This design comes from an exercise in tuning for small area and a short achievable clock period on the open sky130 flow, not from production work.
RTL that was checked went through simulation tests only; none was proved equivalent to the original.
Only the layout flow was run in run 4; the RTL was not checked for function there.
Power and IR drop assume default switching activity.

===== config.mk =====
export PLATFORM = sky130hd
export DESIGN_NAME = mips_exec_stage
export DESIGN_NICKNAME = mips_exec_stage
export VERILOG_FILES = /design/flow/design.v
export SDC_FILE = /design/flow/constraint.sdc
export NUM_CORES = 4
export LEC_CHECK = 0
export CAP_MARGIN = 20
export CORE_MARGIN = 2
export CORE_UTILIZATION = 60
export PLACE_DENSITY = 0.75
export SETUP_SLACK_MARGIN = 3.0
export SLEW_MARGIN = 20
export BUFFER_PORTS_ARGS = -buffer_cell sky130_fd_sc_hd__buf_1

===== constraint.sdc =====
create_clock -name core_clock -period 8.0 [get_ports {clk}]
set_input_delay 1.6000 -clock core_clock [delete_from_list [all_inputs] [get_ports {clk}]]
set_output_delay 1.6000 -clock core_clock [all_outputs]
set_load 0.01 [all_outputs]

===== design.v =====
package mips_pkg;
  localparam int WORD_W     = 32;
  localparam int REG_ADDR_W = 5;
  localparam int PC_W       = 30;   
  localparam logic [REG_ADDR_W-1:0] LINK_REG = 5'd31;
  typedef enum logic [5:0] {
    OP_RTYPE  = 6'b000000,
    OP_REGIMM = 6'b000001,   
    OP_J      = 6'b000010,
    OP_JAL    = 6'b000011,
    OP_BEQ    = 6'b000100,
    OP_BNE    = 6'b000101,
    OP_BLEZ   = 6'b000110,
    OP_BGTZ   = 6'b000111,
    OP_ADDI   = 6'b001000,
    OP_ADDIU  = 6'b001001,
    OP_SLTI   = 6'b001010,
    OP_SLTIU  = 6'b001011,
    OP_ANDI   = 6'b001100,
    OP_ORI    = 6'b001101,
    OP_XORI   = 6'b001110,
    OP_LUI    = 6'b001111
  } opcode_e;
  typedef enum logic [5:0] {
    FN_SLL  = 6'b000000,
    FN_SRL  = 6'b000010,
    FN_SRA  = 6'b000011,
    FN_SLLV = 6'b000100,
    FN_SRLV = 6'b000110,
    FN_SRAV = 6'b000111,
    FN_JR   = 6'b001000,
    FN_JALR = 6'b001001,
    FN_ADD  = 6'b100000,
    FN_ADDU = 6'b100001,
    FN_SUB  = 6'b100010,
    FN_SUBU = 6'b100011,
    FN_AND  = 6'b100100,
    FN_OR   = 6'b100101,
    FN_XOR  = 6'b100110,
    FN_NOR  = 6'b100111,
    FN_SLT  = 6'b101010,
    FN_SLTU = 6'b101011
  } func_e;
  typedef enum logic [3:0] {
    ALU_ADD, ALU_SUB, ALU_SLL, ALU_SRL, ALU_SRA, ALU_AND,
    ALU_OR, ALU_XOR, ALU_NOR, ALU_SLT, ALU_SLTU, ALU_LUI
  } alu_mode_e;
  typedef enum logic [3:0] {
    BR_NONE, BR_BEQ, BR_BNE, BR_BLEZ, BR_BGTZ, BR_BLTZ,
    BR_BGEZ, BR_J, BR_JAL, BR_JR, BR_JALR
  } branch_e;
  typedef enum logic [3:0] {
    EXC_RI = 4'd10,
    EXC_OV = 4'd12
  } excode_e;
endpackage
`timescale 1ns/1ns
import mips_pkg::*;
module mips_field_decode
(
  input  logic [WORD_W-1:0]     instr,
  output logic                  imm_op,      
  output logic                  imm_sext,    
  output logic                  sub,         
  output logic                  sh_var,      
  output logic                  sh_left,
  output logic                  sh_arith,
  output logic [1:0]            lop,         
  output logic                  sel_sum,
  output logic                  sel_logic,
  output logic                  sel_less,
  output logic                  less_uns,
  output logic                  sel_sll,
  output logic                  sel_sr,
  output logic                  sel_lui,
  output logic                  sel_link,
  output logic                  br_r,        
  output logic                  br_regimm,   
  output logic                  br_j,        
  output logic                  br_eq,       
  output logic                  br_lez,      
  output logic                  br_inv,      
  output logic                  br_target,   
  output logic                  tgt_jr,
  output logic                  tgt_j,
  output logic                  writes_reg,
  output logic [REG_ADDR_W-1:0] waddr,
  output logic                  checks_ov,
  output logic                  reserved
);
  logic [5:0] op;
  logic [5:0] fn;
  logic [4:0] f_rt;
  logic [4:0] f_rd;
  logic       op_lo0;    
  logic       r_t;       
  logic       i_t;       
  logic       jal;
  logic       fn_ok;
  logic       wr;
  assign op   = instr[31:26];
  assign fn   = instr[5:0];
  assign f_rt = instr[20:16];
  assign f_rd = instr[15:11];
  assign op_lo0 = (op[3:0] == 4'b0000);
  assign r_t    = op_lo0;
  assign i_t    = op[3];
  assign jal    = (op[3:0] == 4'b0011);
  always_comb
  begin
    case (fn)
      6'h00, 6'h02, 6'h03, 6'h04, 6'h06, 6'h07, 6'h08, 6'h09,
      6'h20, 6'h21, 6'h22, 6'h23, 6'h24, 6'h25, 6'h26, 6'h27,
      6'h2a, 6'h2b: fn_ok = 1'b1;
      default:      fn_ok = 1'b0;
    endcase
  end
  always_comb
  begin
    reserved = 1'b0;
    if (op[5:4] != 2'b00)
      reserved = 1'b1;
    else if (op[3:0] == 4'b0000)
      reserved = ~fn_ok;
    else if (op[3:0] == 4'b0001)
      reserved = (f_rt[4:1] != 4'b0000);
  end
  assign imm_op   = i_t;
  assign imm_sext = ~op[2];
  assign sub      = i_t ? op[1] : (fn[1] & ~op[2]);
  assign sh_var   = fn[2];
  assign sh_left  = ~fn[1];
  assign sh_arith = fn[0];
  assign lop      = i_t ? op[1:0] : fn[1:0];
  assign sel_sum   = i_t ? (~op[2] & ~op[1]) : (fn[5] & ~fn[3] & ~fn[2]);
  assign sel_logic = i_t ? (op[2] & ~(op[1] & op[0])) : (fn[5] & fn[2]);
  assign sel_less  = i_t ? (~op[2] & op[1]) : (fn[5] & fn[3]);
  assign less_uns  = i_t ? op[0] : fn[0];
  assign sel_sll   = ~i_t & ~fn[5] & ~fn[1];
  assign sel_sr    = ~i_t & ~fn[5] & fn[1];
  assign sel_lui   = i_t & op[2] & op[1] & op[0];
  assign sel_link  = (r_t & ~fn[5] & fn[3]) | jal;
  assign br_r      = r_t & ~fn[5] & fn[3];
  assign br_regimm = (op[3:0] == 4'b0001);
  assign br_j      = (op[3:1] == 3'b001);
  assign br_eq     = (op[3:1] == 3'b010);
  assign br_lez    = (op[3:1] == 3'b011);
  assign br_inv    = br_regimm ? f_rt[0] : op[0];
  assign br_target = (op[5:3] == 3'b000) &
                     ((op[2:0] == 3'b000) ? (fn[5:1] == 5'b00100) :
                      (op[2:0] == 3'b001) ? (f_rt[4:1] == 4'b0000) : 1'b1);
  assign tgt_jr    = ~op[2] & ~op[1] & ~op[0];
  assign tgt_j     = ~op[2] & op[1];
  assign wr         = (r_t & ~(~fn[5] & fn[3] & ~fn[0])) | i_t | jal;
  assign waddr      = op[3] ? f_rt : (f_rd | {5{op[0]}});
  assign writes_reg = wr & (waddr != 5'd0);
  assign checks_ov  = (r_t & fn[5] & ~fn[3] & ~fn[2] & ~fn[0]) |
                      (op[3] & ~op[2] & ~op[1] & ~op[0]);
endmodule
`timescale 1ns/1ns
import mips_pkg::*;
module mips_alu
#(
  parameter int ADDER = 0    
)
(
  input  logic [WORD_W-1:0] rs_data,
  input  logic [WORD_W-1:0] rt_data,
  input  logic [15:0]       imm,
  input  logic [4:0]        sa,
  input  logic              imm_op,
  input  logic              imm_sext,
  input  logic              sub,
  input  logic              sh_var,
  input  logic              sh_left,
  input  logic              sh_arith,
  input  logic [1:0]        lop,
  input  logic              sel_sum,
  input  logic              sel_logic,
  input  logic              sel_less,
  input  logic              less_uns,
  input  logic              sel_sll,
  input  logic              sel_sr,
  input  logic              sel_lui,
  output logic [WORD_W-1:0] result,
  output logic              overflow,
  output logic              equal
);
  localparam int N = WORD_W;
  logic [N-1:0] a;
  logic [N-1:0] b;
  logic [N-1:0] bx;
  logic [N-1:0] p;
  logic [N-1:0] g;
  logic [N:0]   c;       
  logic [N-1:0] sum;
  logic         less;
  logic [N-1:0] logic_r;
  assign a = rs_data;
  assign b = imm_op ? {{16{imm_sext & imm[15]}}, imm} : rt_data;
  assign bx = b ^ {N{sub}};
  assign p  = a ^ bx;
  assign g  = a & bx;
  logic [N-1:0] gc;
  mips_prefix #(.W(N), .ARCH(ADDER)) i_prefix (
    .g  ({g[N-1:1], g[0] | (p[0] & sub)}),
    .p  (p),
    .gc (gc)
  );
  assign c[N:1] = gc;
  assign c[0] = sub;
  assign sum  = p ^ c[N-1:0];
  assign overflow = c[N-1] ^ c[N];
  assign less  = less_uns ? ~c[N] : (p[N-1] ^ c[N]);
  assign equal = ~|p;
  logic lg_g;
  logic lg_o;
  logic lg_x;
  logic lg_n;
  assign lg_g = sel_logic & (lop == 2'b00);
  assign lg_o = sel_logic & (lop == 2'b01);
  assign lg_x = sel_logic & (lop == 2'b10);
  assign lg_n = sel_logic & (lop == 2'b11);
  assign logic_r = ({N{lg_g}} & g) | ({N{lg_o}} & (p | g)) | ({N{lg_x}} & ~p)
                 | ({N{lg_n}} & ~(a | b));
  logic [4:0]   shamt;
  logic [N-1:0] sh_in;
  logic [N-1:0] sh_out;
  logic         fill;
  assign shamt = sh_var ? rs_data[4:0] : sa;
  assign fill  = sh_arith & rt_data[N-1];
  always_comb
  begin
    for (int i = 0; i < N; i++)
      sh_in[i] = sh_left ? rt_data[N-1-i] : rt_data[i];
  end
  logic [N-1:0] s1, s2, s3, s4;
  assign s1     = shamt[4] ? {{16{fill}}, sh_in[N-1:16]} : sh_in;
  assign s2     = shamt[3] ? {{8{fill}},  s1[N-1:8]}     : s1;
  assign s3     = shamt[2] ? {{4{fill}},  s2[N-1:4]}     : s2;
  assign s4     = shamt[1] ? {{2{fill}},  s3[N-1:2]}     : s3;
  assign sh_out = shamt[0] ? {fill,       s4[N-1:1]}     : s4;
  logic [N-1:0] sh_rev;
  always_comb
  begin
    for (int i = 0; i < N; i++)
      sh_rev[i] = sh_out[N-1-i];
  end
  assign result = ({N{sel_sum}}   & sum)
                | logic_r
                | ({N{sel_less}}  & {{(N-1){1'b0}}, less})
                | ({N{sel_sll}}   & sh_rev)
                | ({N{sel_sr}}    & sh_out)
                | ({N{sel_lui}}   & {imm, 16'h0000});
endmodule
module mips_prefix
#(
  parameter int W    = 32,
  parameter int ARCH = 0    
)
(
  input  logic [W-1:0] g,
  input  logic [W-1:0] p,
  output logic [W-1:0] gc
);
  localparam int LG = (W <= 2) ? 1 : (W <= 4) ? 2 : (W <= 8) ? 3 : (W <= 16) ? 4 : (W <= 32) ? 5 : 6;
  generate
    if (ARCH == 3)
    begin : g_rip
      logic [W-1:0] r;
      assign r[0] = g[0];
      for (genvar i = 1; i < W; i++)
      begin : g_bit
        assign r[i] = g[i] | (p[i] & r[i-1]);
      end
      assign gc = r;
    end
    else if (ARCH == 1)
    begin : g_bk
      logic [W-1:0] gu [0:LG];
      logic [W-1:0] pu [0:LG];
      logic [W-1:0] gd [0:LG];
      assign gu[0] = g;
      assign pu[0] = p;
      for (genvar l = 0; l < LG; l++)
      begin : g_up
        for (genvar i = 0; i < W; i++)
        begin : g_bit
          if (((i + 1) % (2 << l)) == 0)
          begin : g_op
            assign gu[l+1][i] = gu[l][i] | (pu[l][i] & gu[l][i - (1 << l)]);
            assign pu[l+1][i] = pu[l][i] & pu[l][i - (1 << l)];
          end
          else
          begin : g_cp
            assign gu[l+1][i] = gu[l][i];
            assign pu[l+1][i] = pu[l][i];
          end
        end
      end
      assign gd[0] = gu[LG];
      for (genvar k = 0; k < LG - 1; k++)
      begin : g_dn
        localparam int L = LG - 2 - k;
        for (genvar i = 0; i < W; i++)
        begin : g_bit
          if ((i >= (3 << L) - 1) && (((i + 1 - (1 << L)) % (2 << L)) == 0))
          begin : g_op
            assign gd[k+1][i] = gd[k][i] | (pu[LG][i] & gd[k][i - (1 << L)]);
          end
          else
          begin : g_cp
            assign gd[k+1][i] = gd[k][i];
          end
        end
      end
      assign gc = gd[LG-1];
    end
    else
    begin : g_log
      logic [W-1:0] gl [0:LG];
      logic [W-1:0] pl [0:LG];
      assign gl[0] = g;
      assign pl[0] = p;
      for (genvar l = 0; l < LG; l++)
      begin : g_lvl
        for (genvar i = 0; i < W; i++)
        begin : g_bit
          localparam int J = (ARCH == 0) ? ((i >> l) << l) - 1 : i - (1 << l);
          if ((ARCH == 0) ? (((i >> l) & 1) == 1) : (i >= (1 << l)))
          begin : g_op
            assign gl[l+1][i] = gl[l][i] | (pl[l][i] & gl[l][J]);
            assign pl[l+1][i] = pl[l][i] & pl[l][J];
          end
          else
          begin : g_cp
            assign gl[l+1][i] = gl[l][i];
            assign pl[l+1][i] = pl[l][i];
          end
        end
      end
      assign gc = gl[LG];
    end
  endgenerate
endmodule
`timescale 1ns/1ns
import mips_pkg::*;
module mips_branch_unit
#(
  parameter int ADDER = 1
)
(
  input  logic [WORD_W-1:0] rs_data,
  input  logic              equal,
  input  logic [15:0]       branch_offset,
  input  logic [25:0]       jump_index,
  input  logic [PC_W-1:0]   pc_crnt,
  input  logic [PC_W-1:0]   pc_next,
  input  logic              br_r,
  input  logic              br_regimm,
  input  logic              br_j,
  input  logic              br_eq,
  input  logic              br_lez,
  input  logic              br_inv,
  input  logic              br_target,
  input  logic              tgt_jr,
  input  logic              tgt_j,
  output logic              taken,
  output logic [PC_W-1:0]   pc_wdata    
);
  logic            rs_neg;
  logic            rs_zero;
  logic [PC_W-1:0] bta;
  logic [PC_W-1:0] target;
  assign rs_neg  = rs_data[WORD_W-1];
  assign rs_zero = ~|rs_data;
  assign taken = br_r | br_j
               | (br_regimm & (rs_neg ^ br_inv))
               | (br_eq     & (equal ^ br_inv))
               | (br_lez    & ((rs_neg | rs_zero) ^ br_inv));
  logic [16:0]      lo;
  logic             up_step;
  logic [PC_W-17:0] q;
  logic [PC_W-17:0] run;
  logic [15:0]      lg;
  logic [15:0]      lp;
  logic [15:0]      lc;
  assign lg = pc_next[15:0] & branch_offset;
  assign lp = pc_next[15:0] ^ branch_offset;
  mips_prefix #(.W(16), .ARCH(ADDER)) i_prefix (
    .g  (lg),
    .p  (lp),
    .gc (lc)
  );
  assign lo      = {lc[15], lp ^ {lc[14:0], 1'b0}};
  assign up_step = lo[16] ^ branch_offset[15];
  assign q       = pc_next[PC_W-1:16] ^ {(PC_W-16){branch_offset[15]}};
  mips_prefix #(.W(PC_W-16), .ARCH(0)) i_run (
    .g  ({{(PC_W-17){1'b0}}, up_step}),
    .p  ({q[PC_W-18:0], 1'b0}),
    .gc (run)
  );
  assign bta = {pc_next[PC_W-1:16] ^ run, lo[15:0]};
  assign target = tgt_jr ? rs_data[WORD_W-1:2]
                : tgt_j  ? {pc_crnt[PC_W-1:PC_W-4], jump_index}
                :          bta;
  assign pc_wdata = br_target ? target : PC_W'(32'h2000_0000);
endmodule
`timescale 1ns/1ns
import mips_pkg::*;
module mips_commit
#(
  parameter bit MERGE_EPC = 1'b1
)
(
  input  logic                  clk,
  input  logic                  rst_n,
  input  logic                  instr_valid,
  input  logic                  writes_reg,
  input  logic [REG_ADDR_W-1:0] waddr,
  input  logic                  checks_ov,
  input  logic                  reserved,
  input  logic                  link,        
  input  logic [WORD_W-1:0]     alu_result,
  input  logic                  overflow,
  input  logic                  taken,
  input  logic [PC_W-1:0]       pc_wdata,
  input  logic [PC_W-1:0]       pc_crnt,
  input  logic                  cause_bd,
  input  logic                  exl,
  output logic                  greg_wen,
  output logic [REG_ADDR_W-1:0] greg_waddr,
  output logic [WORD_W-1:0]     greg_wdata,
  output logic                  pcreg_wen,
  output logic [PC_W-1:0]       pcreg_wdata,
  output logic                  exception,
  output logic                  cause_wen,
  output logic [3:0]            cause_excode,
  output logic                  epc_wen,
  output logic [WORD_W-1:0]     epc_data
);
  logic            trap;    
  logic            exc;
  logic [PC_W-1:0] epc_word;
  logic [PC_W-1:0] zrun;
  logic            exc_q;
  logic            xwen_q;
  logic [2:1]      excode_q;
  assign trap = reserved | (checks_ov & overflow);
  assign exc  = instr_valid & trap;
  mips_prefix #(.W(PC_W), .ARCH(0)) i_zrun (
    .g  ({{(PC_W-1){1'b0}}, cause_bd & ~(link & ~reserved)}),
    .p  ({~pc_crnt[PC_W-2:0], 1'b0}),
    .gc (zrun)
  );
  assign epc_word = pc_crnt ^ zrun;
  always_ff @(posedge clk)
  begin
    if (!rst_n)
    begin
      greg_wen  <= 1'b0;
      pcreg_wen <= 1'b0;
      exc_q     <= 1'b0;
      xwen_q    <= 1'b0;
    end
    else
    begin
      greg_wen  <= instr_valid & writes_reg & ~trap;
      pcreg_wen <= instr_valid & (trap | taken);
      exc_q     <= exc;
      xwen_q    <= exc & ~exl;   
    end
  end
  assign exception = exc_q;
  assign cause_wen = xwen_q;
  assign epc_wen   = xwen_q;
  always_ff @(posedge clk)
  begin
    greg_waddr  <= waddr;
    pcreg_wdata <= pc_wdata;
    excode_q    <= {~reserved, reserved};
  end
  assign cause_excode = {1'b1, excode_q, 1'b0};
  generate
    if (MERGE_EPC)
    begin : g_merge
      logic [WORD_W-1:0] wdata_q;
      always_ff @(posedge clk)
        wdata_q <= (trap | link) ? {epc_word, 2'b00} : alu_result;
      assign greg_wdata = wdata_q;
      assign epc_data   = wdata_q;
    end
    else
    begin : g_split
      logic [WORD_W-1:0] wdata_q;
      logic [PC_W-1:0]   epc_q;
      always_ff @(posedge clk)
      begin
        wdata_q <= link ? {pc_crnt, 2'b00} : alu_result;
        epc_q   <= epc_word;
      end
      assign greg_wdata = wdata_q;
      assign epc_data   = {epc_q, 2'b00};
    end
  endgenerate
endmodule
`timescale 1ns/1ns
import mips_pkg::*;
module mips_exec_stage
#(
  parameter logic [31:0] EXCEPT_VEC = 32'h8000_0000
)
(
  input  logic                  clk,
  input  logic                  rst_n,
  input  logic                  instr_valid,
  input  logic [WORD_W-1:0]     instr,
  input  logic [WORD_W-1:0]     rs_data,
  input  logic [WORD_W-1:0]     rt_data,
  input  logic [PC_W-1:0]       pc_crnt,
  input  logic [PC_W-1:0]       pc_next,
  input  logic                  cause_bd,
  input  logic                  exl,
  output logic                  greg_wen,
  output logic [REG_ADDR_W-1:0] greg_waddr,
  output logic [WORD_W-1:0]     greg_wdata,
  output logic                  pcreg_wen,
  output logic [PC_W-1:0]       pcreg_wdata,
  output logic                  exception,
  output logic                  cause_wen,
  output logic [3:0]            cause_excode,
  output logic                  epc_wen,
  output logic [WORD_W-1:0]     epc_data
);
  logic                  imm_op;
  logic                  imm_sext;
  logic                  sub;
  logic                  sh_var;
  logic                  sh_left;
  logic                  sh_arith;
  logic [1:0]            lop;
  logic                  sel_sum;
  logic                  sel_logic;
  logic                  sel_less;
  logic                  less_uns;
  logic                  sel_sll;
  logic                  sel_sr;
  logic                  sel_lui;
  logic                  sel_link;
  logic                  br_r;
  logic                  br_regimm;
  logic                  br_j;
  logic                  br_eq;
  logic                  br_lez;
  logic                  br_inv;
  logic                  br_target;
  logic                  tgt_jr;
  logic                  tgt_j;
  logic                  writes_reg;
  logic [REG_ADDR_W-1:0] waddr;
  logic                  checks_ov;
  logic                  reserved;
  logic [WORD_W-1:0]     alu_result;
  logic                  overflow;
  logic                  equal;
  logic                  taken;
  logic [PC_W-1:0]       pc_wdata;
  mips_field_decode i_decode (
    .instr      (instr),
    .imm_op     (imm_op),
    .imm_sext   (imm_sext),
    .sub        (sub),
    .sh_var     (sh_var),
    .sh_left    (sh_left),
    .sh_arith   (sh_arith),
    .lop        (lop),
    .sel_sum    (sel_sum),
    .sel_logic  (sel_logic),
    .sel_less   (sel_less),
    .less_uns   (less_uns),
    .sel_sll    (sel_sll),
    .sel_sr     (sel_sr),
    .sel_lui    (sel_lui),
    .sel_link   (sel_link),
    .br_r       (br_r),
    .br_regimm  (br_regimm),
    .br_j       (br_j),
    .br_eq      (br_eq),
    .br_lez     (br_lez),
    .br_inv     (br_inv),
    .br_target  (br_target),
    .tgt_jr     (tgt_jr),
    .tgt_j      (tgt_j),
    .writes_reg (writes_reg),
    .waddr      (waddr),
    .checks_ov  (checks_ov),
    .reserved   (reserved)
  );
  mips_alu i_alu (
    .rs_data   (rs_data),
    .rt_data   (rt_data),
    .imm       (instr[15:0]),
    .sa        (instr[10:6]),
    .imm_op    (imm_op),
    .imm_sext  (imm_sext),
    .sub       (sub),
    .sh_var    (sh_var),
    .sh_left   (sh_left),
    .sh_arith  (sh_arith),
    .lop       (lop),
    .sel_sum   (sel_sum),
    .sel_logic (sel_logic),
    .sel_less  (sel_less),
    .less_uns  (less_uns),
    .sel_sll   (sel_sll),
    .sel_sr    (sel_sr),
    .sel_lui   (sel_lui),
    .result    (alu_result),
    .overflow  (overflow),
    .equal     (equal)
  );
  mips_branch_unit i_branch (
    .rs_data       (rs_data),
    .equal         (equal),
    .branch_offset (instr[15:0]),
    .jump_index    (instr[25:0]),   
    .pc_crnt       (pc_crnt),
    .pc_next       (pc_next),
    .br_r          (br_r),
    .br_regimm     (br_regimm),
    .br_j          (br_j),
    .br_eq         (br_eq),
    .br_lez        (br_lez),
    .br_inv        (br_inv),
    .br_target     (br_target),
    .tgt_jr        (tgt_jr),
    .tgt_j         (tgt_j),
    .taken         (taken),
    .pc_wdata      (pc_wdata)
  );
  mips_commit i_commit (
    .clk          (clk),
    .rst_n        (rst_n),
    .instr_valid  (instr_valid),
    .writes_reg   (writes_reg),
    .waddr        (waddr),
    .checks_ov    (checks_ov),
    .reserved     (reserved),
    .link         (sel_link),
    .alu_result   (alu_result),
    .overflow     (overflow),
    .taken        (taken),
    .pc_wdata     (pc_wdata),
    .pc_crnt      (pc_crnt),
    .cause_bd     (cause_bd),
    .exl          (exl),
    .greg_wen     (greg_wen),
    .greg_waddr   (greg_waddr),
    .greg_wdata   (greg_wdata),
    .pcreg_wen    (pcreg_wen),
    .pcreg_wdata  (pcreg_wdata),
    .exception    (exception),
    .cause_wen    (cause_wen),
    .cause_excode (cause_excode),
    .epc_wen      (epc_wen),
    .epc_data     (epc_data)
  );
endmodule

===== flow/run.sh =====
#!/bin/bash
set -e
echo "export BUFFER_PORTS_ARGS = -buffer_cell sky130_fd_sc_hd__buf_1" >> config.mk
export BUFFER_PORTS_ARGS="-buffer_cell sky130_fd_sc_hd__buf_1"
bash standard.sh > standard.log 2>&1

===== standard.sh =====
#!/bin/bash
# synth_recipe.tcl (not shown) runs the flow's synth.tcl, then flattens the netlist and writes it again
# the make line also repeats each setting of config.mk as NAME=value (left out here)
make -C /OpenROAD-flow-scripts/flow DESIGN_CONFIG=/design/flow/config.mk WORK_HOME=/design/flow/orfs CLKGATE_MAP_FILE= SYNTH_SCRIPT=/design/flow/synth_recipe.tcl "${@:-finish}"

==> run notes, run 1 <==
- Status: finished clean
- CTS tree: yes
- Pwr Density: 148 mW/mm^2
- Critical Path AT: 5.22 ns
- Synth area leader: dfxtp_1
- Main flop type after synthesis: dfxtp_1
- CP required: 8.27 ns
- DRT iter0 DRCs: 2216
- Register area: 0.00146 sq mm
- H-tree depth: 3
- Crit-path max FO: 24
- GRT Residual Overflow: 0
- WL/cell: 26.0 um
- # fillers: 1564
- DP Cell Count: 2007
- Cell Area, Synth: 0.0120 sq mm
- Nets: 2051
- CTS Buffer Depth: 2
- Pleak: 5.69 nW
- GRT Util Overall: 48.0%
- Vias in the first global route: 13100
- Fin. Hold Viols: 0
- Syn_area_per_cell: 7.51 sq um
- RSZ-0062 raised after global routing: yes
- Cell count after synthesis: 1599
- Die area: 0.0212 sq mm
- Routed vias/inst: 7.04
- Floorplan Core Area: 0.0195 sq mm
- Seq/Total Area, Yosys: 12.2%
- Hold Crit Class: in -> reg
- 1st-pass router iterations: 6
- Max Freq: 202 MHz
- Fin Hold WS: 1.39 ns
- Layout area overhead: 17.0%
- IO Port Bufs: 266
- CTS Hold Bufs: 0
- Clock sink total: 73
- Final period utilization: 61.9%
- DRT Wirelength: 53.7 mm
- Total negative slack: 0 ns
- Most frequent cell after synthesis: nand2_1
- Top-area cell type share of the netlist area: 12.2%
- #FFs+latches synth: 73
- Yosys warns: 16
- Gpl congestion: 1.10
- Worst VDD drop: 0.117 mV
- Multi-input gate area: 0.0100 sq mm
- Cell Area, Placed: 0.0129 sq mm
- # rows: 51
- Top cells by count, synth: 157 x nand2_1, 128 x mux2i_1, 112 x nor2_1
- Num CTS Buffers: 9
- Tightest Pin Transition: 1.20 ns
- Die Height: 145 um
- Final Cell Area: 0.0140 sq mm
- Non-filler instance count after layout: 2064
- Post-DP HPWL: 39.8 mm
- Max Cap Viol: 0
- Share of layout cells above drive strength 1: 11.7%
- Clock slew at reported path FFs: 0.08 ns
- Worst setup SP type: primary input
- Post-synth EDFFs: 0
- Routed vias: 14500
- First-pass GRT wire length: 78.3 mm
- Die width: 145 um
- Largest net degree at the start of global routing: 47
- Async set-or-reset flop fraction in the synthesized netlist: 0%
- Netlist cell types: 84
- Setup violators final: 0
- Root buf cell: clkbuf_16
- Remaining antenna violation count: 0
- Max-slew violation count: 0
- Drc violations: 0
- Total power: 2.08 mW
- # IOs: 269
- Starting Density: 61.5%
- Max-slew headroom: 20.3%
- Top area cells in the synthesized netlist: dfxtp_1 12%, mux2i_1 11%, ha_1 8.8%
- WS Path Type: in -> reg
- Final min period: 4.95 ns
- Crit. End Element: register
- Post-Syn Nets: 1857
- Initial antenna violation count: 2
==> registers in the layout, indices dropped and copies added (netlist names) <==
| name | count |
|---|---|
| i_commit.excode_q | 2 |
| i_commit.pcreg_wdata | 30 |
| i_commit.exc_q | 1 |
| i_commit.pcreg_wen | 1 |
| i_commit.greg_wen | 1 |
| i_commit.greg_waddr | 5 |
| i_commit.g_merge.wdata_q | 32 |
| i_commit.xwen_q | 1 |
==> through the flow <==
step,util [%],worst slack [ns]
2_1_floorplan,-,3.03
3_3_place_gp,66.3,2.05
3_5_place_dp,66.3,1.86
4_1_cts,69.7,3.00
5_1_grt,71.9,2.92
6_report,71.9,3.05
==> worst paths after layout <==
check,startpoint,slack [ns],to,cells after the start
max,instr[29],3.05,i_commit.g_merge.wdata_q[8],17
min,exl,1.39,i_commit.xwen_q,2
==> worst max-delay path, cell delays in order <==
cell and delay, ns:
buf_8 0.15, nand2b_4 0.17, o21ai_4 0.23, buf_12 0.21, xnor2_4 0.15, inv_1 0.10, ha_4 0.31, a21o_1 0.18
nand4_1 0.30, a21boi_2 0.30, or2_4 0.16, a21o_1 0.14, fa_2 0.43, a32oi_1 0.36, o21ai_0 0.15, a21oi_1 0.18
mux2i_1 0.08
==> cell families (layout without fill, tap and decap cells) <==
group / after synthesis / in the layout / synth area share [%]
AOI/OAI and AO/OA: 478 / 478 / 27.2
and+or+nand+nor: 473 / 475 / 18.9
buffers and inverters: 228 / 425 / 9.09
muxes: 162 / 162 / 15.4
adders and majority gates: 97 / 97 / 10.9
xor gates and xnor gates: 86 / 86 / 6.27
DFF: 73 / 73 / 12.2
other: 2 / 3 / 0.0626
==> power breakdown <==
| part | internal [mW] | leakage, nW | switching [mW] | total [mW] |
|---|---|---|---|---|
| sequential | 0.393 | 0.605 | 0.0139 | 0.407 |
| combinational | 0.441 | 4.94 | 0.769 | 1.21 |
| clock | 0.253 | 0.146 | 0.215 | 0.468 |
| total | 1.09 | 5.69 | 0.997 | 2.08 |
==> metal layers <==
layer | GRT usage (%) | part of all wire [%]
met1 | 58.4 | 35
met2 | 72.4 | 42
met3 | 15.0 | 14
met4 | 33.2 | 8.5
met5 | 0 | 0.047
==> area by class of cell <==
class / count / share of cell area (%)
diodes: 1 / 0.0178
clock buffers: 11 / 1.73
clock inverters: 5 / 0.454
inverters: 81 / 2.21
multi-input cells: 1300 / 71.2
flip-flops and latches: 73 / 10.4
well taps: 265 / 2.36
repair buffers: 328 / 11.6
==> cells in the final DEF (no fill, tap or decap), types with 13 or more instances in the layout <==
cell and n:
a22oi_1 15, mux2_2 16, mux4_2 13, a221oi_1 29, a32oi_1 16, nand2_1 157
o21ai_0 75, o22ai_1 21, inv_1 78, a211oi_1 19, nor4_1 20, a31oi_1 23
nand3_1 30, nor2_1 110, buf_4 52, o211ai_1 26, a21oi_1 109, and3_1 14
dfxtp_1 73, buf_1 255, and2_1 15, xor2_1 22, nor3_1 32, mux2i_1 118
a21o_1 26, a311oi_1 13, nand4_1 14, nand2b_1 13, xnor2_1 59, ha_1 77
==> timing repair <==
item,CTS,global route
gates cloned,4,3
gates resized for setup,40,54
setup buffers,14,19
pin swaps,7,19
setup endpoints to repair,36,36
==> run 2, diff against run 1 <==
--- a/config.mk
+++ b/config.mk
@@ -9,5 +9,5 @@
 export CORE_MARGIN = 2
-export CORE_UTILIZATION = 60
+export CORE_UTILIZATION = 50
 export PLACE_DENSITY = 0.75
-export SETUP_SLACK_MARGIN = 3.0
+export SETUP_SLACK_MARGIN = 3.25
 export SLEW_MARGIN = 20
==> run 2 against run 1 <==
Non-clock buffer count increased by 36. Fmax increased by 2.9%. Area after synthesis unchanged. Total power increased by 4.3%. Sequential share of layout area decreased by 0.55 points. Clock power decreased by 3%. Die area increased by 19%.
==> run notes, run 2 <==
- Status: finished clean
- Register with the most flip-flops: i_commit.g_merge.wdata_q
- Post-DP HPWL: 43.5 mm (+9.2%)
- CTS Hold Bufs: 0 (unchanged)
- Final min period: 4.81 ns (-0.140 ns)
- #FFs+latches synth: 73 (unchanged)
- Main flop type after synthesis: dfxtp_1
- Worst setup SP type: primary input
- Critical Path AT: 5.06 ns (-0.16 ns)
- Crit-path max FO: 8 (-67%)
- CTS tree: yes
- Top area cells in the synthesized netlist: dfxtp_1 12%, mux2i_1 11%, ha_1 8.8%
- Clock slew at reported path FFs: 0.07 ns (about the same)
- # IOs: 269 (unchanged)
- Die Height: 159 um (+9.3%)
- Nets: 2086 (+1.7%)
- WL/cell: 26.7 um (+2.7%)
- Die width: 159 um (+9.3%)
- Critical Path Slowest Stage Cell: fa_2
- First-pass GRT wire length: 82.8 mm (+5.8%)
- Initial antenna violation count: 0 (-2)
- 1st-pass router iterations: 6 (unchanged)
- Netlist cell types: 84 (unchanged)
- Gpl congestion: 1.07 (-2.6%)
- Root buf cell: clkbuf_16
- Max-slew violation count: 0 (unchanged)
- Num CTS Buffers: 9 (unchanged)
- Drc violations: 0 (unchanged)
- Dpl ws: 1.65 ns (-0.207 ns)
- Max FFs per register: 32 (unchanged)
- Remaining antenna violation count: 0 (unchanged)
- Max Cap Viol: 0 (unchanged)
- Vias in the first global route: 13400 (+2.2%)
- Final period utilization: 60.2% (-1.8 points)
- CTS Buffer Depth: 2 (unchanged)
- Final setup margin: 3.19 ns (+0.140 ns)
- Fin. Hold Viols: 0 (unchanged)
- Most common cell after layout, fill and taps aside: buf_1
- Pleak: 5.99 nW (+5.2%)
- Crit path buf inv count: 4 (+1)
- Share of layout cells above drive strength 1: 16.0% (+4.3 points)
- RSZ-0062 raised after global routing: yes
- Crit-path leading delay family: compound AO/OA/AOI/OAI gates
- Crit path largest cell delay: 0.38 ns (-0.05 ns)
- DRT Wirelength: 57.5 mm (+7.1%)
- Cell Area, Synth: 0.0120 sq mm (unchanged)
- Number of diodes: 0 (-1)
- Post-synth EDFFs: 0 (unchanged)
- Syn_area_per_cell: 7.51 sq um (unchanged)
- Pwr Density: 147 mW/mm^2 (-1.1%)
- Max Freq: 208 MHz (+2.9%)
- Max-slew headroom: 26.5% (+6.2 points)
- Layout area overhead: 23.5%
- Clock sink total: 73 (unchanged)
- Floorplan Core Area: 0.0235 sq mm (+21%)
- Biggest regs: i_commit.g_merge.wdata_q x32, i_commit.pcreg_wdata x30, i_commit.greg_waddr x5
- Async set-or-reset flop fraction in the synthesized netlist: 0% (unchanged)
- CP required: 8.25 ns (-0.02 ns)
- Post-Syn Nets: 1857 (unchanged)
- Crit. End Element: register
- DRT iter0 DRCs: 1719 (-22%)
- IO Port Bufs: 266 (unchanged)
- Final Cell Area: 0.0148 sq mm (+5.5%)
- GRT Residual Overflow: 0 (unchanged)
- Seq/Total Area, Yosys: 12.2% (unchanged)
- WS Path Type: in -> reg
- Hold Crit Class: in -> reg
- Routed vias: 14500 (-0.21%)
- # rows: 56 (+9.8%)
- Routed vias/inst: 6.74 (-4.3%)
- Largest net degree at the start of global routing: 47 (unchanged)
- Yosys warns: 16 (unchanged)
- GRT Util Overall: 42.7% (-5.3 points)
- Tightest Pin Transition: 1.10 ns (-0.0934 ns)
- Setup violators final: 0 (unchanged)
- Total negative slack: 0 ns (unchanged)
- Most frequent cells in the layout: 251 x buf_1, 153 x nand2_1, 115 x mux2i_1
- Worst VDD drop: 0.0850 mV (-28%)
- Top-area cell type share of the netlist area: 12.2% (unchanged)
- Top cells by count, synth: 157 x nand2_1, 128 x mux2i_1, 112 x nor2_1
- Die area: 0.0253 sq mm (+19%)
- Cell Area, Placed: 0.0132 sq mm (+2.0%)
- Fin Hold WS: 1.40 ns (+0.0113 ns)
- H-tree depth: 3 (unchanged)
- Worst path cell trace: clkbuf_16 > nand2b_4 > o21ai_4 > buf_12 > buf_12 > xnor2_4 > inv_2 > ha_4 > a21o_1 > a21oi_4 > a21boi_4 > or2_4 > a21o_1 > fa_2 > xnor2_2 > o22ai_2 > a221oi_2 > o21a_1 > mux2i_1
- Cell count after synthesis: 1599 (unchanged)
- Starting Density: 51.0% (-10 points)
- Most frequent cell after synthesis: nand2_1
- Synth area leader: dfxtp_1
==> run 2: cell counts after synthesis <==
No cell type changed its count.
==> run 2: cells by family after synthesis <==
kind of cell,Yosys count,synth area share (%)
xor gates and xnor gates,86,6.27
other,2,0.0626
and+or+nand+nor,473,18.9
buffers and inverters,228,9.09
DFF,73,12.2
AOI/OAI and AO/OA,478,27.2
adders and majority gates,97,10.9
muxes,162,15.4
==> run 2: where the power goes <==
group	internal, mW	switching, mW
Sequential	0.393	0.0144
Clock	0.255	0.200
Combinational	0.500	0.812
==> run 2: repair_timing <==
action                                  CTS  global route
gates cloned                              1             5
resized for setup                        54            91
pin swaps                                 9            39
buffers inserted                         35            30
endpoints found under the setup margin   36            36
==> run 2: metrics by stage <==
| step | util, % | power [mW] | std cells |
|---|---|---|---|
| finish | 63.0 | 2.17 | 2152 |
| floorplan | - | 1.20 | 1599 |
| global route | 63.0 | 2.27 | 2152 |
| global placement | 56.1 | 1.54 | 2065 |
| detailed placement | 56.1 | 1.55 | 2065 |
| CTS | 59.7 | 2.04 | 2117 |
==> run 2: area by class of cell <==
class                      count  area [sq um]
timing repair buffer         364          2050
clock buffer                  10           239
multi-input combinational   1299         10300
sequential                    73          1460
tap                          319           399
fill                        2119          8720
clock inverter                 6          72.6
inverter                      81           310
==> run 2: path summary, 6_finish.rpt <==
| kind | from | endpoint | slack, ns | cells past startpoint |
|---|---|---|---|---|
| setup / recovery | instr[29] | i_commit.g_merge.wdata_q[9] | 3.19 | 19 |
| hold / removal | exl | i_commit.xwen_q | 1.40 | 2 |
==> run 2: per-layer routing <==
metal / GRT usage [%] / wire, um
met1: 55.5 / 22100
met4: 24.8 / 4060
met3: 7.03 / 6270
met2: 67.2 / 25100
met5: 0 / 0
==> run 3, diff against run 2 <==
--- a/config.mk
+++ b/config.mk
@@ -7,2 +7,3 @@
 export LEC_CHECK = 0
+export ABC_AREA = 1
 export CAP_MARGIN = 20
==> run 3 against run 2 <==
Still clean. Clock power is 9.0% higher. Die area is 2.0% lower. Hold slack better by 0.018 ns. Clock-buffer cell count is 1 higher. Sequential share of layout area is 0.37 points higher. Combinational power is 8% lower. Routed wire length is 5.2% lower. Critical path type unchanged.
==> run notes, run 3 <==
- First-pass GRT wire length: 79.5 mm (-4.0%)
- Clock sink total: 73 (unchanged)
- GRT Util Overall: 42.6% (-0.11 points)
- Layout Utilization: 61.4% (-1.5 points)
- Part of the power in the clock network: 23.6% (+2.7 points)
- Share of layout cells above drive strength 1: 10.4% (-5.5 points)
- Number of diodes: 0 (unchanged)
- Crit path buf inv count: 3 (-1)
- Routed vias/inst: 6.07 (-9.9%)
- DP Cell Count: 2511 (+22%)
- Tightest Pin Transition: 1.00 ns (-0.101 ns)
- WL/cell: 21.2 um (-21%)
- Post-Syn Nets: 2296 (+24%)
- CTS tree: yes
- Syn_area_per_cell: 5.77 sq um (-23%)
- Hold Crit Class: in -> reg
- CP required: 8.26 ns (about the same)
- RSZ-0062 raised after global routing: no
- Netlist cell types: 52 (-38%)
- CTS Buffer Depth: 2 (unchanged)
- DRT iter0 DRCs: 2219 (+29%)
- Main flop type after synthesis: dfxtp_1
- Yosys warns: 16 (unchanged)
- Drc violations: 0 (unchanged)
- Crit path capture: i_commit.g_merge.wdata_q[17]
- CTS Hold Bufs: 0 (unchanged)
- Post-synth EDFFs: 0 (unchanged)
- Crit path from: instr[29]
- Largest net degree at the start of global routing: 67 (+43%)
- Max Freq: 214 MHz (+3.2%)
- Register area: 0.00146 sq mm (unchanged)
- Multi-input gate area: 0.00944 sq mm (-8.2%)
- Worst path cell trace: buf_8 > bufbuf_16 > o21ai_2 > xor2_2 > fa_1 > nand2_1 > nand2_1 > o21ai_2 > o21ai_2 > nand2_2 > nand2_8 > inv_1 > fa_2 > xor2_1 > o221ai_1 > nor4_2 > nand3_1 > nand2_1 > nand2_1
- Die area: 0.0248 sq mm (-2.0%)
- Synth area leader: nand2_1
- Die Height: 157 um (-0.98%)
- Crit-path max FO: 26 (+18)
- # rows: 56 (unchanged)
- Worst setup SP type: primary input
- Pleak: 6.71 nW (+12%)
- Most frequent cell after synthesis: nand2_1
- Setup violators final: 0 (unchanged)
- Status: finished clean
- Cell Area, Synth: 0.0118 sq mm (-2.0%)
- Logic pwr share: 57.1% (-3.3 points)
- Layout area overhead: 21.5%
- Root buf cell: clkbuf_16
- Gpl congestion: 1.05 (-2.1%)
- Total power: 2.10 mW (-3.3%)
- Crit. End Element: register
- Sw frac: 47.6% (+0.39 points)
- 1st-pass router iterations: 9 (+3)
- Final Cell Area: 0.0143 sq mm (-3.6%)
- Clock slew at reported path FFs: 0.07 ns (about the same)
- Most frequent cells in the layout: 497 x nand2_1, 332 x nand3_1, 258 x buf_1
- Crit path largest cell delay: 0.40 ns (+0.02 ns)
- Num CTS Buffers: 9 (unchanged)
- Critical Path AT: 4.93 ns (-0.13 ns)
- Top-area cell type share of the netlist area: 16.2% (+4.1 points)
- Worst VDD drop: 0.105 mV (+23%)
- Starting Density: 50.6% (-0.42 points)
- Async set-or-reset flop fraction in the synthesized netlist: 0% (unchanged)
- # IOs: 269 (unchanged)
- Crit-path leading delay family: simple AND/OR/NAND/NOR gates
- Cell count after synthesis: 2038 (+27%)
- IO Port Bufs: 266 (unchanged)
- DRT Wirelength: 54.5 mm (-5.2%)
- Cell repeated most along the worst path: nand2_1
- Top cells by count, synth: 509 x nand2_1, 333 x nand3_1, 242 x inv_1
- Fin. Hold Viols: 0 (unchanged)
- WS Path Type: in -> reg
- #FFs+latches synth: 73 (unchanged)
- Seq/Total Area, Yosys: 12.4% (+0.25 points)
- Vias in the first global route: 13800 (+3.3%)
- Die width: 157 um (-0.98%)
- Max-slew violation count: 0 (unchanged)
- WP depth: 19 (unchanged)
- Total negative slack: 0 ns (unchanged)
- Max FFs per register: 32 (unchanged)
- Most common cell after layout, fill and taps aside: nand2_1
- Register with the most flip-flops: i_commit.g_merge.wdata_q
- Floorplan Core Area: 0.0233 sq mm (-1.2%)
- Initial antenna violation count: 0 (unchanged)
- Non-filler instance count after layout: 2568 (+19%)
- Final period utilization: 58.3% (-1.9 points)
- Final min period: 4.66 ns (-0.150 ns)
- Flop pwr share: 19.3% (+0.6 points)
- GRT Residual Overflow: 0 (unchanged)
- Post-DP HPWL: 42.1 mm (-3.2%)
- Remaining antenna violation count: 0 (unchanged)
- Internal: 1.10 mW (-4.1%)
- Top area cells in the synthesized netlist: nand2_1 16%, nand3_1 14%, dfxtp_1 12%
- Critical Path Slowest Stage Cell: nor4_2
- # fillers: 2330 (+10%)
- Max-slew headroom: 33.1% (+6.6 points)
- Cell Area, Placed: 0.0126 sq mm (-4.5%)
- Net Sw Power: 1.00 mW (-2.5%)
- Nets: 2502 (+20%)
- Routed vias: 15600 (+7.5%)
- Max Cap Viol: 0 (unchanged)
- Biggest regs: i_commit.g_merge.wdata_q x32, i_commit.pcreg_wdata x30, i_commit.greg_waddr x5
- H-tree depth: 3 (unchanged)
- Pwr Density: 147 mW/mm^2 (+0.27%)
[run 3: cell count changes in the layout (fill, tap and decap cells not counted), sizes merged, moves of 17 or more]
cell and delta:
a221oi -35, nand2 +362, nor2 +27, a21oi -32, a21o -26, nand3 +304, nand4 +18, o21ai +42
xnor2 -49, buf -38, mux2i -131, inv +166, xor2 +30, mux2 -17
[run 3: per-layer routing]
layer  track usage (%)  vias to the layer above  routed length (um)
met5                 0                        -                   0
met4              24.2                        0                3420
met3              9.53                      201                6440
met2              65.6                     1030               24100
met1              54.8                     7202               20600
li1                  -                     7155                   -
[run 3: worst min path at each step]
stage	startpoint	to	slack, ns	depth (start not counted)
global placement	exl	i_commit.xwen_q	1.76	2
CTS	exl	i_commit.xwen_q	1.41	2
finish	exl	i_commit.xwen_q	1.42	2
floorplan	exl	i_commit.xwen_q	1.67	1
detailed placement	exl	i_commit.xwen_q	1.77	2
global route	exl	i_commit.xwen_q	1.44	2
[run 3: cell families (layout without fill, tap and decap cells)]
group | Yosys count | after routing | share of synthesized area, %
DFF | 73 | 73 | 12.4
adders and majority gates | 97 | 97 | 11.1
other | 2 | 2 | 0.0638
AOI/OAI and AO/OA | 309 | 309 | 15.3
xor gates and xnor gates | 67 | 67 | 4.99
buffers and inverters | 383 | 592 | 14.3
and+or+nand+nor | 1107 | 1109 | 41.7
[run 3: repair_timing]
| action | CTS | global route |
|---|---|---|
| gates resized for setup | 100 | 101 |
| setup buffers | 18 | 14 |
| endpoints found under the setup margin | 36 | 36 |
| gates cloned | 6 | 3 |
| pin swaps | 11 | 23 |
[run 3: metrics by stage]
stage	hold WS [ns]	worst slack, ns
final	1.42	3.34
after CTS	1.41	3.20
after global placement	1.76	2.06
after floorplan	1.67	3.25
after global routing	1.44	3.22
after detailed placement	1.77	1.89
[run 3: layout make-up]
class                           instances  area share [%]
Timing Repair inverter                  1          0.0438
Tap cell                              319            2.79
Sequential cell                        73            10.2
Multi-Input combinational cell       1584            66.1
Inverter                              252            6.83
Timing Repair Buffer                  323            11.7
Clock inverter                          5           0.727
Clock buffer                           11            1.63
[run 3: power by group through the flow]
| stage | combinational, mW | clock, mW | sequential [mW] |
|---|---|---|---|
| floorplan | 0.696 | 0 | 0.426 |
| global placement | 1.01 | 0 | 0.414 |
| detailed placement | 1.02 | 0 | 0.415 |
| CTS | 1.08 | 0.488 | 0.407 |
| global route | 1.30 | 0.504 | 0.410 |
| finish | 1.20 | 0.496 | 0.407 |
==> run 4, diff against run 3 <==
--- a/design.v
+++ b/design.v
@@ -163,3 +163,3 @@
 #(
-  parameter int ADDER = 0    
+  parameter int ADDER = 2    
 )
--- a/config.mk
+++ b/config.mk
@@ -7,3 +7,2 @@
 export LEC_CHECK = 0
-export ABC_AREA = 1
 export CAP_MARGIN = 20
@@ -12,3 +11,3 @@
 export PLACE_DENSITY = 0.75
-export SETUP_SLACK_MARGIN = 3.25
+export SETUP_SLACK_MARGIN = 3.0
 export SLEW_MARGIN = 20
==> run 4 against run 3 <==
Sequential cell count is the same. Clock-buffer cell count shrank 2. Routed wire length grew 0.55%. Sequential share of layout area grew 0.11 points. Non-clock buffer count grew 16. Combinational power grew about 10%. Hold slack lost 0.014 ns. Synthesized cell count shrank 21%. Core utilization grew 0.61 points. Via count shrank 8.8%. Critical path type unchanged. Largest power group unchanged.
==> run notes, run 4 <==
- Worst VDD drop: 0.0913 mV (-13%)
- Hold Crit Class: in -> reg
- Pwr Density: 153 mW/mm^2 (+4.2%)
- Min-Delay Endpoint: i_commit.xwen_q
- Top-area cell type share of the netlist area: 12.5% (-3.7 points)
- Cell Area, Synth: 0.0117 sq mm (-0.55%)
- Setup violators final: 0 (unchanged)
- Crit path largest cell delay: 0.52 ns (+0.12 ns)
- Biggest regs: i_commit.g_merge.wdata_q x32, i_commit.pcreg_wdata x30, i_commit.greg_waddr x5
- Layout Utilization: 62.0% (+0.61 points)
- Yosys warns: 16 (unchanged)
- Max-slew headroom: 33.8% (+0.68 points)
- Main flop type after synthesis: dfxtp_1
- #FFs+latches synth: 73 (unchanged)
- Worst setup SP type: primary input
- Max Cap Viol: 0 (unchanged)
- Pleak: 5.58 nW (-17%)
- Total negative slack: 0 ns (unchanged)
- Crit. End Element: register
- Final Cell Area: 0.0141 sq mm (-1.1%)
- IO Port Bufs: 266 (unchanged)
- Final period utilization: 70.7% (+12 points)
- Syn_area_per_cell: 7.28 sq um (+26%)
- Critical Path Slowest Stage Cell: or4b_4
- Worst hold path startpoint: exl
- Cell Area, Placed: 0.0128 sq mm (+1.7%)
- Cell repeated most along the worst path: or3_4
- Drc violations: 0 (unchanged)
- Starting Density: 51.4% (+0.79 points)
- Total power: 2.17 mW (+3.1%)
- Most frequent cells in the layout: 257 x buf_1, 153 x nand2_1, 121 x nor2_1
- Post-Syn Nets: 1860 (-19%)
- Max FFs per register: 32 (unchanged)
- 1st-pass router iterations: 6 (-3)
- Initial antenna violation count: 0 (unchanged)
- Clock sink total: 73 (unchanged)
- H-tree depth: 3 (unchanged)
- GRT Util Overall: 43.4% (+0.82 points)
- Post-DP HPWL: 42.2 mm (+0.33%)
- Gpl congestion: 1.06 (+1.2%)
- Netlist cell types: 80 (+54%)
- Status: finished clean
- Worst path cell trace: buf_1 > buf_6 > or3_4 > nor2_4 > o21a_1 > nor2_2 > a21oi_4 > inv_2 > a21boi_2 > ha_2 > or3b_4 > or4b_4 > nor4b_4 > nand2_2 > or3_4 > or4_4 > or3_4 > a21oi_2 > mux2i_1
- CP required: 8.21 ns (-0.05 ns)
- Most common cell after layout, fill and taps aside: buf_1
- Floorplan Core Area: 0.0228 sq mm (-2.1%)
- First-pass GRT wire length: 79.9 mm (+0.52%)
- Routed vias: 14200 (-8.8%)
- DRT Wirelength: 54.8 mm (+0.55%)
- # rows: 55 (-1.8%)
- CTS Buffer Depth: 2 (unchanged)
- Top cells by count, synth: 154 x nand2_1, 130 x nor2_1, 121 x mux2i_1
- Max Freq: 177 MHz (-18%)
- Seq/Total Area, Yosys: 12.5% (+0.069 points)
- Worst hold stages: 2 (unchanged)
- Max-slew violation count: 0 (unchanged)
- Largest net degree at the start of global routing: 35 (-48%)
- Synth area leader: dfxtp_1
- Num CTS Buffers: 9 (unchanged)
- Die area: 0.0246 sq mm (-0.54%)
- Tightest Pin Transition: 0.987 ns (-0.0151 ns)
- Vias in the first global route: 13200 (-4.6%)
- Remaining antenna violation count: 0 (unchanged)
- Die Height: 157 um (-0.27%)
- WL/cell: 25.8 um (+22%)
- Clock slew at reported path FFs: 0.07 ns (about the same)
- CTS tree: yes
- WS Path Type: in -> reg
- Crit-path max FO: 3 (-88%)
- Nets: 2059 (-18%)
- Cell count after synthesis: 1606 (-21%)
- Critical Path AT: 5.87 ns (+0.94 ns)
- RSZ-0062 raised after global routing: yes
- Die width: 157 um (-0.27%)
- Layout area overhead: 20.8%
- Share of layout cells above drive strength 1: 13.6% (+3.2 points)
- Routed vias/inst: 6.70 (+10%)
- Fin. Hold Viols: 0 (unchanged)
- Register with the most flip-flops: i_commit.g_merge.wdata_q
- Most frequent cell after synthesis: nand2_1
- Final min period: 5.66 ns (+0.997 ns)
- Post-synth EDFFs: 0 (unchanged)
- DRT iter0 DRCs: 1763 (-21%)
- GRT Residual Overflow: 0 (unchanged)
- Top area cells in the synthesized netlist: dfxtp_1 12%, mux2i_1 10%, ha_1 9.0%
- Root buf cell: clkbuf_16
- # IOs: 269 (unchanged)
- Async set-or-reset flop fraction in the synthesized netlist: 0% (unchanged)
==> run 4: changes by cell type after synthesis, sizes merged, moves of 26 or more <==
cell	change
nand2	-364
nand3	-313
inv	-156
mux2i	+121
clkbuf	+64
xnor2	+59
buf	-44
a21oi	+34
xor2	-26
==> run 4: area by class of cell <==
type,instances,area (sq um)
well taps,313,392
fillers,2102,8650
diodes,1,2.50
repair buffers,339,1750
clock buffers,9,225
flip-flops and latches,73,1460
multi-input cells,1288,9890
clock inverters,7,60.1
inverters,94,355
==> run 4: worst max-delay path: cells and delay by family <==
| kind | cells | cell delay, ns |
|---|---|---|
| AND/OR/NAND/NOR | 10 | 3.07 |
| multiplexers | 1 | 0.08 |
| adder cells (fa/ha/maj) | 1 | 0.19 |
| AO/OA/AOI/OAI | 4 | 0.66 |
| buffers and inverters | 3 | 0.26 |
==> run 4: through the flow <==
stage,hold WS [ns],worst slack (ns),cells
6_report,1.40,2.34,2124
5_1_grt,1.40,2.17,2123
4_1_cts,1.40,2.28,2114
3_5_place_dp,1.77,1.33,2073
3_3_place_gp,1.78,1.48,2073
2_1_floorplan,1.68,1.96,1606
==> run 4: cell families after synthesis <==
| family | synth area share [%] |
|---|---|
| multiplexers | 15.0 |
| AO/OA/AOI/OAI | 28.0 |
| adder cells (fa/ha/maj) | 10.5 |
| buffers and inverters | 9.03 |
| AND/OR/NAND/NOR | 17.4 |
| other | 0.0642 |
| flip-flops | 12.5 |
| XOR/XNOR | 7.49 |
==> run 4: layer usage <==
metal / vias to the layer above / wire length (um) / GRT usage [%]
li1: 6269 / - / -
met1: 6698 / 21200 / 55.0
met2: 1047 / 23300 / 67.0
met3: 210 / 6380 / 9.72
met4: 0 / 3940 / 26.9
met5: - / 0 / 0
==> run 4: how the worst max path moves through the flow <==
stage,start,endpoint,slack (ns),cells past startpoint
floorplan,instr[27],i_commit.g_merge.wdata_q[30],1.96,20
global placement,instr[27],i_commit.g_merge.wdata_q[30],1.48,18
detailed placement,instr[27],i_commit.g_merge.wdata_q[30],1.33,18
CTS,instr[26],i_commit.g_merge.wdata_q[30],2.28,19
global route,instr[26],i_commit.g_merge.wdata_q[30],2.17,19
finish,instr[26],i_commit.g_merge.wdata_q[30],2.34,19
==> run 4: timing repair <==
item	4_1_cts	5_1_grt
buffers inserted	22	9
cloned	3	0
hold buffers	0	0
resized for setup	94	52
endpoints found under the setup margin	36	36
pin swaps	19	18
==> run 4: power breakdown <==
part	switching [mW]	internal [mW]
logic	0.842	0.482
registers	0.0163	0.398
clock network	0.212	0.217
total	1.07	1.10
==> run 5, diff against run 4 <==
--- a/design.v
+++ b/design.v
@@ -163,3 +163,3 @@
 #(
-  parameter int ADDER = 2    
+  parameter int ADDER = 0    
 )
==> run 5 against run 4 <==
Via count rose by 0.30%. Core utilization fell by 2.8 points. Sequential power fell by 2%. Critical path depth fell by 3. First-iteration DRC count rose by 16%. Sequential cell count did not move. Combinational power fell by 7%. Total power fell by 3.2%.
==> run notes, run 5 <==
- Status: finished clean
- CP required: 8.23 ns (+0.02 ns)
- H-tree depth: 3 (unchanged)
- Final min period: 4.92 ns (-0.735 ns)
- Cell Area, Synth: 0.0120 sq mm (+2.6%)
- Share of layout cells above drive strength 1: 11.7% (-1.9 points)
- Yosys warns: 16 (unchanged)
- Total negative slack: 0 ns (unchanged)
- Syn_area_per_cell: 7.51 sq um (+3.1%)
- Register with the most flip-flops: i_commit.g_merge.wdata_q
- Initial antenna violation count: 0 (unchanged)
- Setup violators final: 0 (unchanged)
- Worst path cell trace: clkbuf_16 > nand2b_4 > o21ai_4 > buf_12 > xnor2_1 > inv_1 > ha_2 > and4_2 > nand2_1 > a211oi_4 > a211oi_4 > buf_4 > o21ai_4 > nand4b_4 > and3_1 > a21oi_1
- Most frequent cell after synthesis: nand2_1
- CTS Buffer Depth: 2 (unchanged)
- Tightest Pin Transition: 1.07 ns (+0.0820 ns)
- Max-slew violation count: 0 (unchanged)
- Drc violations: 0 (unchanged)
- WS Path Type: in -> reg
- First-pass GRT wire length: 82.1 mm (+2.7%)
- Most common cell after layout, fill and taps aside: buf_1
- DRT Wirelength: 56.7 mm (+3.4%)
- CTS Hold Bufs: 0 (unchanged)
- Final period utilization: 61.6% (-9.2 points)
- Crit path largest cell delay: 0.43 ns (-0.09 ns)
- Critical Path Slowest Stage Cell: ha_2
- Cell Area, Placed: 0.0131 sq mm (+2.0%)
- # rows: 56 (+1.8%)
- Pleak: 5.65 nW (+1.3%)
- Die width: 159 um (+1.3%)
- DRT iter0 DRCs: 2047 (+16%)
- Root buf cell: clkbuf_16
- Crit. End Element: register
- Synth area leader: dfxtp_1
- Hold Crit Class: in -> reg
- Biggest regs: i_commit.g_merge.wdata_q x32, i_commit.pcreg_wdata x30, i_commit.greg_waddr x5
- Gpl congestion: 1.08 (+1.3%)
- Die area: 0.0253 sq mm (+2.5%)
- Seq/Total Area, Yosys: 12.2% (-0.32 points)
- Top area cells in the synthesized netlist: dfxtp_1 12%, mux2i_1 11%, ha_1 8.8%
- Fin Hold WS: 1.40 ns (-0.00264 ns)
- # IOs: 269 (unchanged)
- Most frequent cells in the layout: 251 x buf_1, 156 x nand2_1, 118 x mux2i_1
- Worst setup SP type: primary input
- Cell count after synthesis: 1599 (-0.44%)
- Worst VDD drop: 0.107 mV (+17%)
- Fin. Hold Viols: 0 (unchanged)
- GRT Residual Overflow: 0 (unchanged)
- Crit-path max FO: 38 (+35)
- Vias in the first global route: 13100 (-0.76%)
- Num CTS Buffers: 9 (unchanged)
- WL/cell: 26.8 um (+3.7%)
- Main flop type after synthesis: dfxtp_1
- CTS tree: yes
- Max Cap Viol: 0 (unchanged)
- Floorplan Core Area: 0.0235 sq mm (+3.4%)
- Clock sink total: 73 (unchanged)
- Nets: 2052 (-0.34%)
- Routed vias/inst: 6.74 (+0.58%)
- RSZ-0062 raised after global routing: yes
- GRT Util Overall: 42.7% (-0.72 points)
- Async set-or-reset flop fraction in the synthesized netlist: 0% (unchanged)
- Post-synth EDFFs: 0 (unchanged)
- Post-Syn Nets: 1857 (-0.16%)
- Max FFs per register: 32 (unchanged)
- Top cells by count, synth: 157 x nand2_1, 128 x mux2i_1, 112 x nor2_1
- 1st-pass router iterations: 7 (+1)
- Max-slew headroom: 28.8% (-5.1 points)
- Post-DP HPWL: 44.0 mm (+4.3%)
- Starting Density: 51.0% (-0.37 points)
- Number of diodes: 0 (-1)
- Clock slew at reported path FFs: 0.07 ns (about the same)
- Largest net degree at the start of global routing: 39 (+11%)
- Top-area cell type share of the netlist area: 12.2% (-0.32 points)
- Remaining antenna violation count: 0 (unchanged)
- Netlist cell types: 84 (+5.0%)
- Final Cell Area: 0.0139 sq mm (-1.3%)
- Pwr Density: 150 mW/mm^2 (-1.9%)
- #FFs+latches synth: 73 (unchanged)
- Die Height: 159 um (+1.3%)
- Critical Path AT: 5.16 ns (-0.71 ns)
- Max Freq: 203 MHz (+15%)
- IO Port Bufs: 266 (unchanged)
- Layout area overhead: 16.2%
- Routed vias: 14300 (+0.30%)
==> run 5: cell types whose count changed after synthesis, moves of 11 or more <==
cell | previous run | this run
clkbuf_1 | 99 | 59
o21ai_1 | 40 | 2
buf_2 | 4 | 32
nor2_1 | 130 | 112
a211oi_1 | 36 | 20
o21ai_0 | 70 | 84
inv_1 | 92 | 80
a221oi_1 | 20 | 31
a31oi_1 | 12 | 23
==> run 5: timing repair <==
| action | 4_1_cts | 5_1_grt |
|---|---|---|
| buffers inserted | 8 | 21 |
| pin swaps | 2 | 13 |
| endpoints found under the setup margin | 36 | 36 |
| gates resized for setup | 34 | 43 |
| gates cloned | 1 | 1 |
==> run 5: cell families after synthesis <==
| group | Yosys count | share of synthesized area (%) |
|---|---|---|
| adders and majority gates | 97 | 10.9 |
| and+or+nand+nor | 473 | 18.9 |
| other | 2 | 0.0626 |
| AOI/OAI and AO/OA | 478 | 27.2 |
| xor gates and xnor gates | 86 | 6.27 |
| DFF | 73 | 12.2 |
| buffers and inverters | 228 | 9.09 |
| muxes | 162 | 15.4 |
==> run 5: area by class of cell <==
class,instances,area [sq um]
Clock buffer,10,229
Clock inverter,6,67.6
Fill cell,2237,9590
Inverter,81,304
Multi-Input combinational cell,1299,9880
Sequential cell,73,1460
Tap cell,319,399
Timing Repair Buffer,330,1610
==> run 5: worst paths after layout <==
path                                  to  startpoint  depth (start not counted)
worst min-delay path     i_commit.xwen_q         exl                          2
worst max-delay path  i_commit.pcreg_wen   instr[29]                         16
==> run 5: worst max-delay path: cells and delay by family <==
kind	cells	cell delay, ns
buffers and inverters	4	0.67
adder cells (fa/ha/maj)	1	0.43
XOR/XNOR	1	0.17
AO/OA/AOI/OAI	5	0.95
AND/OR/NAND/NOR	5	1.29
==> run 5: routing by layer <==
layer / GRT usage, % / wire (um)
met1: 56.0 / 21500
met2: 65.1 / 24100
met3: 9.04 / 7300
met4: 24.8 / 3800
met5: 0 / 0
==> run 5: power by group <==
group | total [mW] | leakage [nW] | switching (mW) | internal, mW
clock network | 0.462 | 0.139 | 0.217 | 0.244
logic | 1.23 | 4.91 | 0.789 | 0.441
registers | 0.407 | 0.605 | 0.0144 | 0.393
total | 2.10 | 5.65 | 1.02 | 1.08
==> run 5: metrics by stage <==
stage | instances | total power [mW] | setup slack, ns | utilization [%]
finish | 2118 | 2.10 | 3.08 | 59.3
global route | 2118 | 2.18 | 2.98 | 59.3
CTS | 2096 | 2.02 | 3.00 | 57.7
detailed placement | 2071 | 1.54 | 1.73 | 55.6
global placement | 2071 | 1.54 | 1.93 | 55.6
floorplan | 1599 | 1.18 | 3.03 | -
==> run 6, diff against run 5 <==
--- a/config.mk
+++ b/config.mk
@@ -7,2 +7,3 @@
 export LEC_CHECK = 0
+export ABC_AREA = 1
 export CAP_MARGIN = 20
==> run 6 against run 5 <==
Via count increased by 7.1%. Largest power group unchanged. Largest cell class unchanged. Cell area decreased by 2.7%. Synthesized cell count increased by 27%. Critical path depth increased by 2. Sequential share of layout area increased by 0.29 points. Critical path type unchanged. Cell count increased by 21%. Core utilization decreased by 0.92 points. Combinational power decreased by 8%. Clock-buffer cell count unchanged. Worst setup slack got worse by 0.0057 ns. Critical endpoint is now i_commit.g_merge.wdata_q[17]. First-iteration DRC count decreased by 4.1%. Total power decreased by 3.2%. Still clean.
==> run notes, run 6 <==
- Hold Crit Class: in -> reg
- Flop pwr share: 20.0% (+0.6 points)
- Initial antenna violation count: 3 (+3)
- Layout area overhead: 15.3%
- Setup violators final: 0 (unchanged)
- GRT Util Overall: 42.3% (-0.46 points)
- Register area: 0.00146 sq mm (unchanged)
- Multi-input gate area: 0.00896 sq mm (-9.3%)
- Vias in the first global route: 13400 (+2.3%)
- GRT Residual Overflow: 0 (unchanged)
- CTS Hold Bufs: 0 (unchanged)
- Largest family of logic cells by synthesized area: simple AND/OR/NAND/NOR gates
- Post-Synth XOR/XNOR Area: 4.99% (-1.3 points)
- Most frequent cells in the layout: 505 x nand2_1, 331 x nand3_1, 262 x buf_1
- Synth area leader: nand2_1
- Worst path cell trace: clkbuf_8 > clkbuf_16 > o21ai_0 > xor2_1 > inv_1 > ha_1 > nand4_1 > o21ai_2 > nand2_2 > nand2_8 > inv_1 > fa_1 > xor2_1 > o221ai_2 > nor4_4 > nand3_1 > nand2_1 > nand2_1
- Clock sink total: 73 (unchanged)
- # rows: 56 (unchanged)
- Starting Density: 50.6% (-0.42 points)
- First-pass GRT wire length: 78.5 mm (-4.3%)
- Compound-Gate Fraction of Synth Area: 15.3% (-12 points)
- DRT iter0 DRCs: 1963 (-4.1%)
- Post-synth EDFFs: 0 (unchanged)
- WP depth: 18 (+2)
- DP Cell Count: 2511 (+21%)
- Async set-or-reset flop fraction in the synthesized netlist: 0% (unchanged)
- Drc violations: 0 (unchanged)
- Seq/Total Area, Yosys: 12.4% (+0.25 points)
- DRT Wirelength: 53.8 mm (-5.1%)
- Final setup margin: 3.07 ns (-0.00570 ns)
- Mux share of post-synthesis cell area: 0% (-15 points)
- Crit. End Element: register
- Final min period: 4.93 ns (+0.00570 ns)
- Nets: 2491 (+21%)
- Netlist cell types: 52 (-38%)
- Syn_area_per_cell: 5.77 sq um (-23%)
- Biggest regs: i_commit.g_merge.wdata_q x32, i_commit.pcreg_wdata x30, i_commit.greg_waddr x5
- Part of the power in the clock network: 24.6% (+2.6 points)
- Adder-cell share of the synthesized area: 11.1% (+0.22 points)
- H-tree depth: 3 (unchanged)
- Num CTS Buffers: 9 (unchanged)
- CTS Buffer Depth: 2 (unchanged)
- Top area cells in the synthesized netlist: nand2_1 16%, nand3_1 14%, dfxtp_1 12%
- Min-Delay Endpoint: i_commit.xwen_q
- Critical Path Slowest Stage Cell: o21ai_0
- Share of layout cells above drive strength 1: 7.20% (-4.5 points)
- #FFs+latches synth: 73 (unchanged)
- Pleak: 6.54 nW (+16%)
- Clock slew at reported path FFs: 0.07 ns (about the same)
- Simple-Gate Fraction of Synth Area: 41.7% (+23 points)
- Gpl congestion: 1.06 (-1.3%)
- # IOs: 269 (unchanged)
- Cell Area, Synth: 0.0118 sq mm (-2.0%)
- Max-slew violation count: 0 (unchanged)
- Yosys warns: 16 (unchanged)
- Net Sw Power: 0.967 mW (-5.2%)
- # fillers: 2406 (+7.6%)
- Routed vias/inst: 5.98 (-11%)
- Crit path buf inv count: 4 (unchanged)
- CP required: 8.24 ns (about the same)
- Non-filler instance count after layout: 2556 (+21%)
- Most frequent cell after synthesis: nand2_1
- Die area: 0.0248 sq mm (-2.0%)
- Remaining antenna violation count: 0 (unchanged)
- Floorplan Core Area: 0.0233 sq mm (-1.2%)
- Status: finished clean
- WL/cell: 21.1 um (-21%)
- Pwr Density: 150 mW/mm^2 (-0.44%)
- Sw frac: 47.6% (-1.0 points)
- Total negative slack: 0 ns (unchanged)
- Fin. Hold Viols: 0 (unchanged)
run 6: final cells by class:
class | instances | share of cell area (%)
multi-input combinational | 1585 | 66.0
sequential | 73 | 10.8
timing repair buffer | 312 | 10.7
inverter | 252 | 7.09
tap | 319 | 2.94
clock buffer | 10 | 1.76
clock inverter | 5 | 0.765
run 6: worst max path at each step:
stage	startpoint	endpoint	slack, ns
final	instr[29]	i_commit.g_merge.wdata_q[17]	3.07
after global routing	instr[29]	i_commit.g_merge.wdata_q[27]	2.98
after floorplan	instr[29]	i_commit.g_merge.wdata_q[17]	3.11
after global placement	instr[29]	i_commit.g_merge.wdata_q[17]	1.84
after detailed placement	instr[29]	i_commit.g_merge.wdata_q[17]	1.77
after CTS	instr[29]	i_commit.g_merge.wdata_q[17]	2.99
run 6: logic make-up (layout without fill, tap and decap cells):
kind of cell | count (synthesis) | count (layout)
and+or+nand+nor | 1107 | 1109
buffers and inverters | 383 | 579
AOI/OAI and AO/OA | 309 | 310
adders and majority gates | 97 | 97
DFF | 73 | 73
xor gates and xnor gates | 67 | 67
other | 2 | 2
run 6: timing repair:
| action | 4_1_cts | 5_1_grt |
|---|---|---|
| resized for setup | 44 | 50 |
| hold endpoints to repair | 0 | 0 |
| setup endpoints to repair | 36 | 32 |
| buffers inserted | 10 | 15 |
| cloned | 2 | 3 |
| pin swaps | 5 | 6 |
run 6: layer usage:
metal	wire, um	global-route usage, %
met4	3620	22.9
met3	6130	7.87
met5	13	0
met2	23400	66.5
met1	20700	54.6
run 6: stage by stage:
stage	power [mW]	instance area (sq um)	utilization (%)
after global routing	2.15	13600	58.3
after CTS	1.95	13200	56.7
after detailed placement	1.43	12600	54.2
after global placement	1.42	12600	54.2
final	2.03	13600	58.3
after floorplan	1.12	11800	-
run 6: power groups by stage:
stage | logic, mW | clock network [mW] | registers (mW)
after detailed placement | 1.02 | 0 | 0.415
final | 1.13 | 0.500 | 0.407
after CTS | 1.05 | 0.497 | 0.407
after global routing | 1.22 | 0.512 | 0.410
after global placement | 1.01 | 0 | 0.414
after floorplan | 0.695 | 0 | 0.426

Setup slack of run 6, layout unchanged: 3.070 ns with ideal ports, 3.091 ns with driving cells assumed (clock clkbuf_16, inputs buf_2), 2.693 ns with port delays also shifted by the 0.398 ns mid clock arrival.
